Context: an optimization exercise on an open-source flow, tuned for small area. The choices shown serve that exercise and are no tape-out recipe. The RTL was checked by simulation tests, not by an equivalence proof against the original design. No driver is modelled on the clock port, so clocking that relies on it looks cheaper here than on a real chip. No activity file was given, so power comes from the tool's default toggle rates.

==> v13 <==
## rf_top
module rf_top #(
  parameter bit RV32E = 1'b0
) (
  input  logic                          clk_i,
  input  logic                          rst_ni,
  input  logic                          fetch_enable_i,
  input  logic                          core_busy_i,
  input  logic                          debug_req_i,
  input  logic                          irq_pending_i,
  input  logic                          irq_nm_i,
  input  logic [rf_pkg::NumIrqFast-1:0] irq_fast_i,
  input  logic                          we_i,
  input  rf_pkg::reg_addr_t             waddr_i,
  input  rf_pkg::reg_data_t             wdata_i,
  input  rf_pkg::reg_addr_t             raddr_a_i,
  output rf_pkg::reg_data_t             rdata_a_o,
  input  rf_pkg::reg_addr_t             raddr_b_i,
  output rf_pkg::reg_data_t             rdata_b_o,
  output logic                          core_sleep_o
);
==> module rf_register_file, before the edit <==
module rf_register_file #(
  parameter bit RV32E = 1'b0
) (
  input  logic              clk_i,
  input  logic              rst_ni,
  input  logic              clock_en_i,
  input  logic              we_i,
  input  rf_pkg::reg_addr_t waddr_i,
  input  rf_pkg::reg_data_t wdata_i,
  input  rf_pkg::reg_addr_t raddr_a_i,
  output rf_pkg::reg_data_t rdata_a_o,
  input  rf_pkg::reg_addr_t raddr_b_i,
  output rf_pkg::reg_data_t rdata_b_o
);
  localparam int unsigned NumRegs = RV32E ? 16 : rf_pkg::MaxNumRegs;
  rf_pkg::reg_data_t    rf_reg [NumRegs];
  logic [NumRegs-1:1]   valid_q;
  logic [NumRegs-1:1]   we_dec;
  logic [NumRegs-1:1]   sel_a;
  logic [NumRegs-1:1]   sel_b;
  logic                 write_valid;
  assign write_valid = we_i & clock_en_i;
  logic [3:0] wlo_n;
  logic [7:0] whi_n;
  rf_predec_n u_wdec (
    .en_i   ( write_valid ),
    .addr_i ( waddr_i     ),
    .lo_no  ( wlo_n       ),
    .hi_no  ( whi_n       )
  );
  for (genvar i = 1; i < NumRegs; i++) begin : gen_regs
    logic valid_d;
    rf_nor2 u_we (
      .a_i ( wlo_n[i % 4] ),
      .b_i ( whi_n[i / 4] ),
      .y_o ( we_dec[i]    )
    );
    rf_or2 u_valid_d (
      .a_i ( valid_q[i] ),
      .b_i ( we_dec[i]  ),
      .y_o ( valid_d    )
    );
    always_ff @(posedge clk_i or negedge rst_ni) begin
      if (!rst_ni) begin
        valid_q[i] <= 1'b0;
      end else begin
        valid_q[i] <= valid_d;
      end
    end
    always_ff @(posedge clk_i) begin
      if (we_dec[i]) begin
        rf_reg[i] <= wdata_i;
      end
    end
  end
  assign rf_reg[0] = '0;
  logic [3:0] ralo, rblo;
  logic [7:0] rahi, rbhi;
  rf_predec u_rdec_a (
    .addr_i ( raddr_a_i ),
    .lo_o   ( ralo      ),
    .hi_o   ( rahi      )
  );
  rf_predec u_rdec_b (
    .addr_i ( raddr_b_i ),
    .lo_o   ( rblo      ),
    .hi_o   ( rbhi      )
  );
  for (genvar i = 1; i < NumRegs; i++) begin : gen_sel
    rf_and3 u_sel_a (
      .a_i ( valid_q[i]  ),
      .b_i ( ralo[i % 4] ),
      .c_i ( rahi[i / 4] ),
      .y_o ( sel_a[i]    )
    );
    rf_and3 u_sel_b (
      .a_i ( valid_q[i]  ),
      .b_i ( rblo[i % 4] ),
      .c_i ( rbhi[i / 4] ),
      .y_o ( sel_b[i]    )
    );
  end
  for (genvar j = 0; j < rf_pkg::DataWidth; j++) begin : gen_read_bits
    logic [NumRegs-1:1] col;
    for (genvar i = 1; i < NumRegs; i++) begin : gen_col
      assign col[i] = rf_reg[i][j];
    end
    rf_read_bit #(.NumRegs(NumRegs)) u_read_a (.sel_i(sel_a), .data_i(col), .data_o(rdata_a_o[j]));
    rf_read_bit #(.NumRegs(NumRegs)) u_read_b (.sel_i(sel_b), .data_i(col), .data_o(rdata_b_o[j]));
  end
endmodule
==> module rf_predec, before the edit <==
module rf_predec (
  input  rf_pkg::reg_addr_t addr_i,
  output logic [3:0]        lo_o,
  output logic [7:0]        hi_o
);
  always_comb begin
    for (int unsigned k = 0; k < 4; k++) lo_o[k] = (addr_i[1:0] == 2'(k));
    for (int unsigned m = 0; m < 8; m++) hi_o[m] = (addr_i[4:2] == 3'(m));
  end
endmodule
==> module rf_predec_n, before the edit <==
module rf_predec_n (
  input  logic              en_i,
  input  rf_pkg::reg_addr_t addr_i,
  output logic [3:0]        lo_no,
  output logic [7:0]        hi_no
);
  always_comb begin
    for (int unsigned k = 0; k < 4; k++) lo_no[k] = ~(en_i & (addr_i[1:0] == 2'(k)));
    for (int unsigned m = 0; m < 8; m++) hi_no[m] = ~(addr_i[4:2] == 3'(m));
  end
endmodule
==> module rf_nor2, before the edit <==
module rf_nor2 (
  input  logic a_i,
  input  logic b_i,
  output logic y_o
);
  assign y_o = ~(a_i | b_i);
endmodule
==> module rf_or2, before the edit <==
module rf_or2 (
  input  logic a_i,
  input  logic b_i,
  output logic y_o
);
  assign y_o = a_i | b_i;
endmodule
==> module rf_and3, before the edit <==
module rf_and3 (
  input  logic a_i,
  input  logic b_i,
  input  logic c_i,
  output logic y_o
);
  assign y_o = a_i & b_i & c_i;
endmodule
==> flow/config.mk <==
export PLATFORM = sky130hd
export DESIGN_NAME = rf_top
export DESIGN_NICKNAME = rf_top
export VERILOG_FILES = /design/flow/design.v
export SDC_FILE = /design/flow/constraint.sdc
export NUM_CORES = 4
export LEC_CHECK = 0
export CAP_MARGIN = 20
export CORE_MARGIN = 2
export CORE_UTILIZATION = 50
export SLEW_MARGIN = 20
export SYNTH_HIERARCHICAL = 1
export SYNTH_MINIMUM_KEEP_SIZE = 0
==> flow/constraint.sdc <==
create_clock -name core_clock -period 7.0 [get_ports {clk_i}]
set_input_delay 1.4000 -clock core_clock [delete_from_list [all_inputs] [get_ports {clk_i}]]
set_output_delay 1.4000 -clock core_clock [all_outputs]
set_load 0.01 [all_outputs]
standard.sh (not shown) runs the stock make flow with config.mk's settings and CLKGATE_MAP_FILE= SYNTH_SCRIPT=/design/flow/synth_recipe.tcl, a recipe that flattens the netlist after the stock synthesis.
==> flow/flow/run.sh <==
#!/bin/bash
# The standard layout, with small port buffers, a clock tree built from
# small clock buffers without dummy loads, and an area recovery pass after
# CTS (post_cts.tcl). Everything else is the standard flow (standard.sh,
# which also runs the standard synthesis unchanged).
set -euo pipefail
export BUFFER_PORTS_ARGS="-buffer_cell sky130_fd_sc_hd__buf_1"
export CTS_ARGS="-sink_clustering_enable -repair_clock_nets -dont_use_dummy_load -buf_list {sky130_fd_sc_hd__clkbuf_8 sky130_fd_sc_hd__clkbuf_16} -root_buf sky130_fd_sc_hd__clkbuf_16 -sink_clustering_buffer sky130_fd_sc_hd__clkbuf_8 -sink_clustering_size 14 -sink_clustering_max_diameter 80"
export POST_CTS_TCL="$PWD/flow/post_cts.tcl"
bash standard.sh > standard.log 2>&1
==> flow/flow/post_cts.tcl <==
# Area recovery after CTS: a gate or buffer (not a clock buffer or register)
# whose output load is under 30% of the max capacitance of the same function's
# smallest size is swapped to that size. The smaller cell sits inside the old
# footprint, so placement stays legal; global routing's repairs follow.
source [file join [file dirname [info script]] mcap.tcl]
estimate_parasitics -placement
set n 0
set saved 0.0
foreach inst [get_cells *] {
  set ref [get_property $inst ref_name]
  if {![regexp {^(sky130_fd_sc_hd__[a-z0-9]+)_([0-9]+)$} $ref -> base drive]} { continue }
  if {$drive <= 1} { continue }
  if {[string match "*clk*" $base] || [string match "*df*" $base] || [string match "*dl*" $base]} { continue }
  set out [get_pins -of $inst -filter "direction == output"]
  if {[llength $out] != 1} { continue }
  set net [get_nets -of $out]
  if {$net eq ""} { continue }
  set cap [expr {[$net pin_capacitance [sta::cmd_scene] max] + [$net wire_capacitance [sta::cmd_scene] max]}]
  set cand ""
  foreach d {1 0} {
    if {[info exists ::mcap(${base}_$d)] && [get_lib_cells -quiet ${base}_$d] ne ""} {
      set cand ${base}_$d
      break
    }
  }
  if {$cand eq ""} { continue }
  if {$cap < 0.3 * $::mcap($cand) * 1e-12} {
    set a0 [get_property [get_lib_cells $ref] area]
    set a1 [get_property [get_lib_cells $cand] area]
    replace_cell $inst [get_lib_cells $cand]
    set saved [expr {$saved + $a0 - $a1}]
    incr n
  }
}
puts "post_cts: downsized $n cells, $saved um2"
estimate_parasitics -placement
report_worst_slack
report_check_types -max_slew -max_capacitance
Other scripts of this flow, unchanged in this note and not shown: flow/flow/mcap.tcl
==> v6 (differences from v13) <==
--- a/flow/design.v
+++ b/flow/design.v
@@ -67,22 +67,8 @@
   assign write_valid = we_i & clock_en_i;
-  logic [3:0] wlo_n;
-  logic [7:0] whi_n;
-  rf_predec_n u_wdec (
-    .en_i   ( write_valid ),
-    .addr_i ( waddr_i     ),
-    .lo_no  ( wlo_n       ),
-    .hi_no  ( whi_n       )
-  );
+  always_comb begin
+    for (int unsigned i = 1; i < NumRegs; i++) begin
+      we_dec[i] = write_valid & (waddr_i == rf_pkg::reg_addr_t'(i));
+    end
+  end
   for (genvar i = 1; i < NumRegs; i++) begin : gen_regs
-    logic valid_d;
-    rf_nor2 u_we (
-      .a_i ( wlo_n[i % 4] ),
-      .b_i ( whi_n[i / 4] ),
-      .y_o ( we_dec[i]    )
-    );
-    rf_or2 u_valid_d (
-      .a_i ( valid_q[i] ),
-      .b_i ( we_dec[i]  ),
-      .y_o ( valid_d    )
-    );
     always_ff @(posedge clk_i or negedge rst_ni) begin
@@ -90,4 +76,4 @@
         valid_q[i] <= 1'b0;
-      end else begin
-        valid_q[i] <= valid_d;
+      end else if (we_dec[i]) begin
+        valid_q[i] <= 1'b1;
       end
@@ -101,27 +87,7 @@
   assign rf_reg[0] = '0;
-  logic [3:0] ralo, rblo;
-  logic [7:0] rahi, rbhi;
-  rf_predec u_rdec_a (
-    .addr_i ( raddr_a_i ),
-    .lo_o   ( ralo      ),
-    .hi_o   ( rahi      )
-  );
-  rf_predec u_rdec_b (
-    .addr_i ( raddr_b_i ),
-    .lo_o   ( rblo      ),
-    .hi_o   ( rbhi      )
-  );
-  for (genvar i = 1; i < NumRegs; i++) begin : gen_sel
-    rf_and3 u_sel_a (
-      .a_i ( valid_q[i]  ),
-      .b_i ( ralo[i % 4] ),
-      .c_i ( rahi[i / 4] ),
-      .y_o ( sel_a[i]    )
-    );
-    rf_and3 u_sel_b (
-      .a_i ( valid_q[i]  ),
-      .b_i ( rblo[i % 4] ),
-      .c_i ( rbhi[i / 4] ),
-      .y_o ( sel_b[i]    )
-    );
+  always_comb begin
+    for (int unsigned i = 1; i < NumRegs; i++) begin
+      sel_a[i] = valid_q[i] & (raddr_a_i == rf_pkg::reg_addr_t'(i));
+      sel_b[i] = valid_q[i] & (raddr_b_i == rf_pkg::reg_addr_t'(i));
+    end
   end
@@ -197,45 +163,2 @@
   assign y_no = ~(a_i & b_i);
-endmodule
-module rf_predec (
-  input  rf_pkg::reg_addr_t addr_i,
-  output logic [3:0]        lo_o,
-  output logic [7:0]        hi_o
-);
-  always_comb begin
-    for (int unsigned k = 0; k < 4; k++) lo_o[k] = (addr_i[1:0] == 2'(k));
-    for (int unsigned m = 0; m < 8; m++) hi_o[m] = (addr_i[4:2] == 3'(m));
-  end
-endmodule
-module rf_predec_n (
-  input  logic              en_i,
-  input  rf_pkg::reg_addr_t addr_i,
-  output logic [3:0]        lo_no,
-  output logic [7:0]        hi_no
-);
-  always_comb begin
-    for (int unsigned k = 0; k < 4; k++) lo_no[k] = ~(en_i & (addr_i[1:0] == 2'(k)));
-    for (int unsigned m = 0; m < 8; m++) hi_no[m] = ~(addr_i[4:2] == 3'(m));
-  end
-endmodule
-module rf_nor2 (
-  input  logic a_i,
-  input  logic b_i,
-  output logic y_o
-);
-  assign y_o = ~(a_i | b_i);
-endmodule
-module rf_or2 (
-  input  logic a_i,
-  input  logic b_i,
-  output logic y_o
-);
-  assign y_o = a_i | b_i;
-endmodule
-module rf_and3 (
-  input  logic a_i,
-  input  logic b_i,
-  input  logic c_i,
-  output logic y_o
-);
-  assign y_o = a_i & b_i & c_i;
 endmodule
--- a/flow/flow/run.sh
+++ b/flow/flow/run.sh
@@ -2,3 +2,3 @@
 # The standard layout, with small port buffers, a clock tree built from
-# small clock buffers without dummy loads, and an area recovery pass after
+# small clock buffers without dummy loads, and area recovery passes after
 # CTS (post_cts.tcl). Everything else is the standard flow (standard.sh,
--- a/flow/flow/post_cts.tcl
+++ b/flow/flow/post_cts.tcl
@@ -1,6 +1,30 @@
-# Area recovery after CTS: a gate or buffer (not a clock buffer or register)
-# whose output load is under 30% of the max capacitance of the same function's
-# smallest size is swapped to that size. The smaller cell sits inside the old
-# footprint, so placement stays legal; global routing's repairs follow.
+# Area recovery after CTS, in two passes. Placement is legalized afterwards;
+# global routing's repairs follow.
+#
+# 1. An input port buffer whose only load is one more buffer: that buffer is
+#    removed and the port buffer takes its size, so the port keeps a buffer.
+# 2. A gate or buffer (not a clock buffer or register) whose output load is
+#    under 30% of the max capacitance of the same function's smallest size is
+#    swapped to that size.
 source [file join [file dirname [info script]] mcap.tcl]
+estimate_parasitics -placement
+set n 0
+foreach port [get_ports -filter "direction == input"] {
+  set pnet [get_nets -quiet [get_full_name $port]]
+  if {$pnet eq ""} { continue }
+  set loads [get_pins -quiet -of $pnet -filter "direction == input"]
+  if {[llength $loads] != 1} { continue }
+  set pbuf [get_cells -of $loads]
+  if {![string match "sky130_fd_sc_hd__buf_*" [get_property $pbuf ref_name]]} { continue }
+  set n1 [get_nets -of [get_pins -of $pbuf -filter "direction == output"]]
+  set l1 [get_pins -quiet -of $n1 -filter "direction == input"]
+  if {[llength $l1] != 1} { continue }
+  set b [get_cells -of $l1]
+  set bref [get_property $b ref_name]
+  if {![string match "sky130_fd_sc_hd__buf_*" $bref]} { continue }
+  remove_buffers $b
+  replace_cell $pbuf [get_lib_cells $bref]
+  incr n
+}
+puts "post_cts: collapsed $n port buffer chains"
 estimate_parasitics -placement
@@ -35,2 +59,4 @@
 puts "post_cts: downsized $n cells, $saved um2"
+detailed_placement
+check_placement -verbose
 estimate_parasitics -placement
==> v14 (differences from v13) <==
--- a/flow/design.v
+++ b/flow/design.v
@@ -67,22 +67,8 @@
   assign write_valid = we_i & clock_en_i;
-  logic [3:0] wlo_n;
-  logic [7:0] whi_n;
-  rf_predec_n u_wdec (
-    .en_i   ( write_valid ),
-    .addr_i ( waddr_i     ),
-    .lo_no  ( wlo_n       ),
-    .hi_no  ( whi_n       )
-  );
+  always_comb begin
+    for (int unsigned i = 1; i < NumRegs; i++) begin
+      we_dec[i] = write_valid & (waddr_i == rf_pkg::reg_addr_t'(i));
+    end
+  end
   for (genvar i = 1; i < NumRegs; i++) begin : gen_regs
-    logic valid_d;
-    rf_nor2 u_we (
-      .a_i ( wlo_n[i % 4] ),
-      .b_i ( whi_n[i / 4] ),
-      .y_o ( we_dec[i]    )
-    );
-    rf_or2 u_valid_d (
-      .a_i ( valid_q[i] ),
-      .b_i ( we_dec[i]  ),
-      .y_o ( valid_d    )
-    );
     always_ff @(posedge clk_i or negedge rst_ni) begin
@@ -90,4 +76,4 @@
         valid_q[i] <= 1'b0;
-      end else begin
-        valid_q[i] <= valid_d;
+      end else if (we_dec[i]) begin
+        valid_q[i] <= 1'b1;
       end
@@ -101,27 +87,7 @@
   assign rf_reg[0] = '0;
-  logic [3:0] ralo, rblo;
-  logic [7:0] rahi, rbhi;
-  rf_predec u_rdec_a (
-    .addr_i ( raddr_a_i ),
-    .lo_o   ( ralo      ),
-    .hi_o   ( rahi      )
-  );
-  rf_predec u_rdec_b (
-    .addr_i ( raddr_b_i ),
-    .lo_o   ( rblo      ),
-    .hi_o   ( rbhi      )
-  );
-  for (genvar i = 1; i < NumRegs; i++) begin : gen_sel
-    rf_and3 u_sel_a (
-      .a_i ( valid_q[i]  ),
-      .b_i ( ralo[i % 4] ),
-      .c_i ( rahi[i / 4] ),
-      .y_o ( sel_a[i]    )
-    );
-    rf_and3 u_sel_b (
-      .a_i ( valid_q[i]  ),
-      .b_i ( rblo[i % 4] ),
-      .c_i ( rbhi[i / 4] ),
-      .y_o ( sel_b[i]    )
-    );
+  always_comb begin
+    for (int unsigned i = 1; i < NumRegs; i++) begin
+      sel_a[i] = valid_q[i] & (raddr_a_i == rf_pkg::reg_addr_t'(i));
+      sel_b[i] = valid_q[i] & (raddr_b_i == rf_pkg::reg_addr_t'(i));
+    end
   end
@@ -197,45 +163,2 @@
   assign y_no = ~(a_i & b_i);
-endmodule
-module rf_predec (
-  input  rf_pkg::reg_addr_t addr_i,
-  output logic [3:0]        lo_o,
-  output logic [7:0]        hi_o
-);
-  always_comb begin
-    for (int unsigned k = 0; k < 4; k++) lo_o[k] = (addr_i[1:0] == 2'(k));
-    for (int unsigned m = 0; m < 8; m++) hi_o[m] = (addr_i[4:2] == 3'(m));
-  end
-endmodule
-module rf_predec_n (
-  input  logic              en_i,
-  input  rf_pkg::reg_addr_t addr_i,
-  output logic [3:0]        lo_no,
-  output logic [7:0]        hi_no
-);
-  always_comb begin
-    for (int unsigned k = 0; k < 4; k++) lo_no[k] = ~(en_i & (addr_i[1:0] == 2'(k)));
-    for (int unsigned m = 0; m < 8; m++) hi_no[m] = ~(addr_i[4:2] == 3'(m));
-  end
-endmodule
-module rf_nor2 (
-  input  logic a_i,
-  input  logic b_i,
-  output logic y_o
-);
-  assign y_o = ~(a_i | b_i);
-endmodule
-module rf_or2 (
-  input  logic a_i,
-  input  logic b_i,
-  output logic y_o
-);
-  assign y_o = a_i | b_i;
-endmodule
-module rf_and3 (
-  input  logic a_i,
-  input  logic b_i,
-  input  logic c_i,
-  output logic y_o
-);
-  assign y_o = a_i & b_i & c_i;
 endmodule
==> notes <==
Critical path depth: v6 is higher than v14 (1).
In clock-buffer cell count, v6 and v14 do not differ.
Worst setup slack: v13 is better than v14 (140 ps).
Cell count: v13 > v14 > v6.
Synthesized cell count: v6 is larger than v13 (about 1.5%).
Of v14 and v13, v13 has the higher core utilization (gap 0.31 points).
Sequential power is about the same in v6 and v14.

port drivers added, routing unchanged:
The flow's constraints put no driver on any port. The routed layouts listed below were extracted and timed again, unchanged, in two steps.
Step 1 assumes that a clkbuf_16 drives the clock port and a buf_2 every other input.
Step 2, shift: input delay + t, output delay - t, t = (earliest + latest rising clock arrival at the registers) / 2. This alone moves slack from input paths to output paths.
Slacks: ideal ports / drivers / drivers and shift; pairs: ideal ports / drivers.
| run | t (ns) | slack for setup (ns) | latest minus earliest clock arrival (ns) | worst register clock-pin slew, ns | cell pins on the clock port's net |
|---|---|---|---|---|---|
| v13 | 0.679 | 1.302 / 1.278 / 1.278 | 0.048 / 0.048 | 0.10 / 0.10 | 1 |
| v6 | 0.676 | 1.214 / 1.185 / 1.185 | 0.046 / 0.046 | 0.10 / 0.10 | 1 |
| v14 | 0.667 | 1.163 / 1.135 / 1.135 | 0.054 / 0.055 | 0.10 / 0.10 | 1 |
After both steps setup and hold are still met in every run listed. The setup slack of v6, which loses most, moves by -0.029 ns with the drivers and by -0.029 ns with both steps.
